Context: an optimization exercise on an open-source flow, tuned for small area, a short achievable clock period and few clock cycles. The choices shown serve that exercise and are no tape-out recipe.
Function was checked by simulation only, so behaviour that the tests miss may differ from the original.
No activity file was given, so power comes from the tool's default toggle rates.

Design naas_dma, start of the top module:
module naas_dma (
    input  logic                            clk,
    input  logic                            arst_n,
    input  logic [naas_dma_pkg::DATA_W-1:0] s_axis_tdata,
    input  logic [naas_dma_pkg::STRB_W-1:0] s_axis_tstrb,
    input  logic                            s_axis_tvalid,
    input  logic                            s_axis_tlast,
    output logic                            s_axis_tready,
    output logic [naas_dma_pkg::DATA_W-1:0] host_tdata,
    output logic                            host_tvalid,
    output logic                            host_tlast,
    input  logic                            host_tready
);
Settings: LEC_CHECK=0, CAP_MARGIN=20, CORE_MARGIN=2, CORE_UTILIZATION=40, CTS_CLUSTER_DIAMETER=120, CTS_CLUSTER_SIZE=25, SETUP_SLACK_MARGIN=3.0, SLEW_MARGIN=20, SYNTH_MEMORY_MAX_BITS=8192; clock period 5.5 ns.
run.sh (not shown) runs the stock make flow with config.mk's settings and CLKGATE_MAP_FILE= SYNTH_SCRIPT=/design/flow/synth_recipe.tcl, a recipe that flattens the netlist after the stock synthesis.
Testbench counts at the start, summed over its fixed seeds: cycles 7,883.
Then changed:
--- a/flow/design.v
+++ b/flow/design.v
@@ -30,15 +30,15 @@
     output logic                            s_axis_tready,
     output logic [naas_dma_pkg::DATA_W-1:0] host_tdata,
     output logic                            host_tvalid,
     output logic                            host_tlast,
     input  logic                            host_tready
 );
     localparam int N  = 31;                  
-    localparam int S  = 10;                  
+    localparam int S  = 8;                   
     localparam int D  = 4;                   
     localparam int PW = 5;                   
     localparam int CW = 6;                   
     function automatic logic [N-1:0] rmask();
         rmask = '0;
         for (int i = 1; i < N; i += 2)
             rmask[i] = 1'b1;
Outcome: The changed run completed without violations; total power falls by 1.0%; clock skew increases by 26 ps; first-iteration DRC count rises by 25%; area after synthesis grows by 1.2%; design area goes up by 1.3%; global-route usage rises by 0.14 points.
Testbench counts after the change, summed over its fixed seeds: cycles 7,833.

* * *

run 4:
naas_dma, a different RTL version from the one above (not shown whole).
For scale: about 3,900 cells after synthesis, about 2,300 flip-flops, about 140 I/O pins.
export LEC_CHECK = 0
export CAP_MARGIN = 20
export CORE_MARGIN = 2
export CORE_UTILIZATION = 40
export CTS_CLUSTER_DIAMETER = 120
export CTS_CLUSTER_SIZE = 25
export SETUP_SLACK_MARGIN = 3.0
export SLEW_MARGIN = 20
export SYNTH_MEMORY_MAX_BITS = 8192
create_clock -name core_clock -period 5.5 [get_ports {clk}]
Testbench counts of run 4, summed over its fixed seeds: cycles 7,795.
For run 2, these inputs were changed with respect to run 4:
--- a/flow/design.v
+++ b/flow/design.v
@@ -33,24 +33,18 @@
     output logic                            host_tlast,
     input  logic                            host_tready
 );
     localparam int N  = 32;                  
     localparam int S  = 8;                   
     localparam int D  = 4;                   
     localparam int PW = 5;                   
     localparam int CW = 6;                   
     localparam int DW = 3;                   
-    function automatic logic [N-1:0] rmask();
-        rmask = '0;
-        for (int i = 1; i < N; i += 2)
-            rmask[i] = 1'b1;
-    endfunction
-    localparam logic [N-1:0] RMASK = rmask();
     function automatic logic [PW-1:0] step(input logic [PW-1:0] p);
         step = (p == PW'(N - 1)) ? '0 : p + 1'b1;
     endfunction
     function automatic logic at_tap(input logic [PW-1:0] p);
         at_tap = 1'b0;
         for (int q = 1; q < N; q += S)
             if (p == PW'(q - 1))
                 at_tap = 1'b1;
     endfunction
@@ -70,42 +64,39 @@
         pop8 = '0;
         for (int i = 0; i <= 4; i++)
             for (int j = 0; j <= 4; j++)
                 if (a == 3'(i) && b == 3'(j))
                     pop8 = 4'(i + j);
     endfunction
     logic [63:0]   ring [0:N-1];
     logic [PW-1:0] tpos;                 
     logic [N-1:0]  rsel;                 
-    logic          hrd;                  
     logic [CW-1:0] cnt;                  
     logic          c0, c1, cn1, cn;      
     logic          tready_q;
     logic [4:0]    ibeats;               
     logic [4:0]    d_bm1 [0:D-1];        
     logic [3:0]    d_pc  [0:D-1];        
     logic [DW-1:0] dcnt;
     logic          dz, d1, dd1, dd;      
     logic [63:0]   ho;                   
-    logic [63:0]   hp;                   
-    logic          hpv;
     logic          phase;                
     logic [4:0]    rem;                  
     logic          rz, r1;               
     logic [3:0]    bcnt;                 
     logic          b14, b15;             
     logic          hv;
     logic          hl;
     assign s_axis_tready = tready_q;
     assign host_tvalid   = hv;
     assign host_tlast    = hl;
     assign host_tdata    = ho;
-    logic          wr, push, pop_h, dpop, opop, adv, rp, rok, need;
+    logic          wr, push, pop_h, dpop, opop, adv, rp;
     logic          up, dn, dup, ddn;
     logic          phase_n, rz_n, r1_n;
     logic          c0_n, c1_n, cn1_n, cn_n;
     logic          dz_n, d1_n, dd1_n, dd_n;
     logic          b14_n, b15_n;
     logic [4:0]    rem_n;
     logic [4:0]    head_bm1;
     logic [3:0]    head_pc, new_pc;
     logic [8:0]    head_bytes;
@@ -116,20 +107,20 @@
     assign dpop   = pop_h && !phase;
     assign opop   = pop_h && phase;
     assign adv    = !hv || host_tready;             
     assign new_pc     = pop8(s_axis_tstrb);
     assign head_bm1   = dz ? ibeats : d_bm1[0];
     assign head_pc    = dz ? new_pc : d_pc[0];
     assign head_bytes = {6'(head_bm1) + 6'(head_pc[3]), head_pc[2:0]};
     always_comb begin
         rdata = '0;
-        for (int i = 1; i < N; i += 2)
-            rdata = rdata | (ring[i] & {64{rsel[i]}});    
+        for (int i = 0; i < N; i++)
+            rdata = rdata | (ring[i] & {64{rsel[i]}});
     end
     always_comb begin
         phase_n = phase;
         rem_n   = rem;
         rz_n    = rz;
         r1_n    = r1;
         if (dpop) begin
             phase_n = 1'b1;
             rem_n   = d_bm1[0];
@@ -139,21 +130,19 @@
             if (rz) begin
                 phase_n = 1'b0;
             end else begin
                 rem_n = rem - 1'b1;
                 rz_n  = r1;
                 r1_n  = (rem == 5'd2);
             end
         end
     end
-    assign need = adv && phase_n;                   
-    assign rok  = hrd && !c0;                       
-    assign rp   = rok && (need || !hpv);            
+    assign rp  = adv && phase_n;                    
     assign up  = wr && !rp;
     assign dn  = rp && !wr;
     assign dup = push && !dpop;
     assign ddn = dpop && !push;
     assign c0_n  = up ? 1'b0 : dn ? c1 : c0;
     assign c1_n  = up ? c0 : dn ? (cnt == CW'(2)) : c1;
     assign cn1_n = up ? (cnt == CW'(N - 2)) : dn ? cn : cn1;
     assign cn_n  = up ? cn1 : dn ? 1'b0 : cn;
     assign dz_n  = dup ? 1'b0 : ddn ? d1 : dz;
@@ -167,26 +156,20 @@
             if (i % S == 1 && tready_q && tpos == PW'(i - 1))
                 ring[i] <= s_axis_tdata;
             else
                 ring[i] <= ring[(i + N - 1) % N];
         end
         if (c0)
             rsel <= wr ? N'(2) : N'(1);
         else if (!rp)
             rsel <= {rsel[N-2:0], rsel[N-1]};
-        if (c0)
-            hrd <= wr && RMASK[1];
-        else if (!rp)
-            hrd <= |(rsel & {RMASK[0], RMASK[N-1:1]});
         if (adv)
-            ho <= !phase_n ? {55'd0, head_bytes} : hpv ? hp : rdata;
-        if (rok && (need == hpv))
-            hp <= rdata;
+            ho <= phase_n ? rdata : {55'd0, head_bytes};
         for (int i = 0; i < D; i++) begin
             if (push && DW'(i) == dcnt - DW'(dpop)) begin
                 d_bm1[i] <= ibeats;
                 d_pc[i]  <= new_pc;
             end else if (dpop && i < D - 1) begin
                 d_bm1[i] <= d_bm1[(i + 1) % D];
                 d_pc[i]  <= d_pc[(i + 1) % D];
             end
         end
@@ -210,19 +193,18 @@
             dz     <= 1'b1;
             d1     <= 1'b0;
             dd1    <= 1'b0;
             dd     <= 1'b0;
             phase  <= 1'b0;
             bcnt   <= '0;
             b14    <= 1'b0;
             b15    <= 1'b0;
             hv     <= 1'b0;
-            hpv    <= 1'b0;
         end else begin
             if (c0_n)
                 tpos <= '0;
             else if (!wr)
                 tpos <= step(tpos);
             if (up)
                 cnt <= cnt + 1'b1;
             else if (dn)
                 cnt <= cnt - 1'b1;
@@ -239,15 +221,13 @@
             dz     <= dz_n;
             d1     <= d1_n;
             dd1    <= dd1_n;
             dd     <= dd_n;
             phase  <= phase_n;
             if (pop_h)
                 bcnt <= hl ? 4'd0 : bcnt + 1'b1;
             b14    <= b14_n;
             b15    <= b15_n;
-            if (adv)
-                hv <= phase_n ? (hpv || rok) : !dz_n;
-            hpv    <= need ? (hpv && rok) : (hpv || rok);
+            hv     <= phase_n || !dz_n;
         end
     end
 endmodule
--- outcome ---
- From run 4 to run 2 the numbers moved as follows: post-synthesis xor/xnor area fraction saw little to no change, final critical-path setup slack saw an increase, internal power contribution saw an increase, register area saw a decrease.
- [run 2 vs run 4] sequential share of layout area: lower in run 2
- For the area growth from synthesis to final layout, run 2 came in 0.84 points lower than run 4 did.
- On placed wire-length estimate after detailed placement, the higher figure sits with run 2, not run 4.
- Run 2 has maximum frequency above what run 4 had.
- Run 2 vs. run 4: number of resized instances in the post-cts repair step climbed 25; power drawn by the sequential cells now larger.
Testbench counts of run 2, summed over its fixed seeds: cycles 7,846.

-- re-timing with driven ports --
The flow's constraints put no driver on any port. The routed layouts listed below were extracted and timed again, unchanged, in two steps. Step 1 sets driving cells, clkbuf_16 on the clock port and buf_2 on the other inputs (assumed; they add their load-dependent delay and slew). Step 2, shift: input delay + t, output delay - t, t = (earliest + latest rising clock arrival at the registers) / 2. This alone moves slack from input paths to output paths. Slacks: ideal ports / drivers / drivers and shift; pairs: ideal ports / drivers.
| run | t (ns) | setup WS [ns] | hold WS [ns] | worst setup path at the end |
|---|---|---|---|---|
| the first run of note 1 | 0.796 | 2.950 / 2.868 / 2.242 | 0.323 / 0.323 / 0.323 | input to register |
| the second run of note 1 | 0.770 | 2.938 / 2.864 / 2.348 | 0.288 / 0.288 / 0.288 | input to register |
| run 4 | 0.806 | 2.824 / 2.773 / 2.055 | 0.306 / 0.306 / 0.306 | input to register |
| run 2 | 0.827 | 2.884 / 2.806 / 2.150 | 0.327 / 0.327 / 0.327 | input to register |
After both steps every run listed still meets setup and hold. For run 4, which loses most, drivers alone change the setup slack by -0.051 ns; drivers and shift together by -0.769 ns.
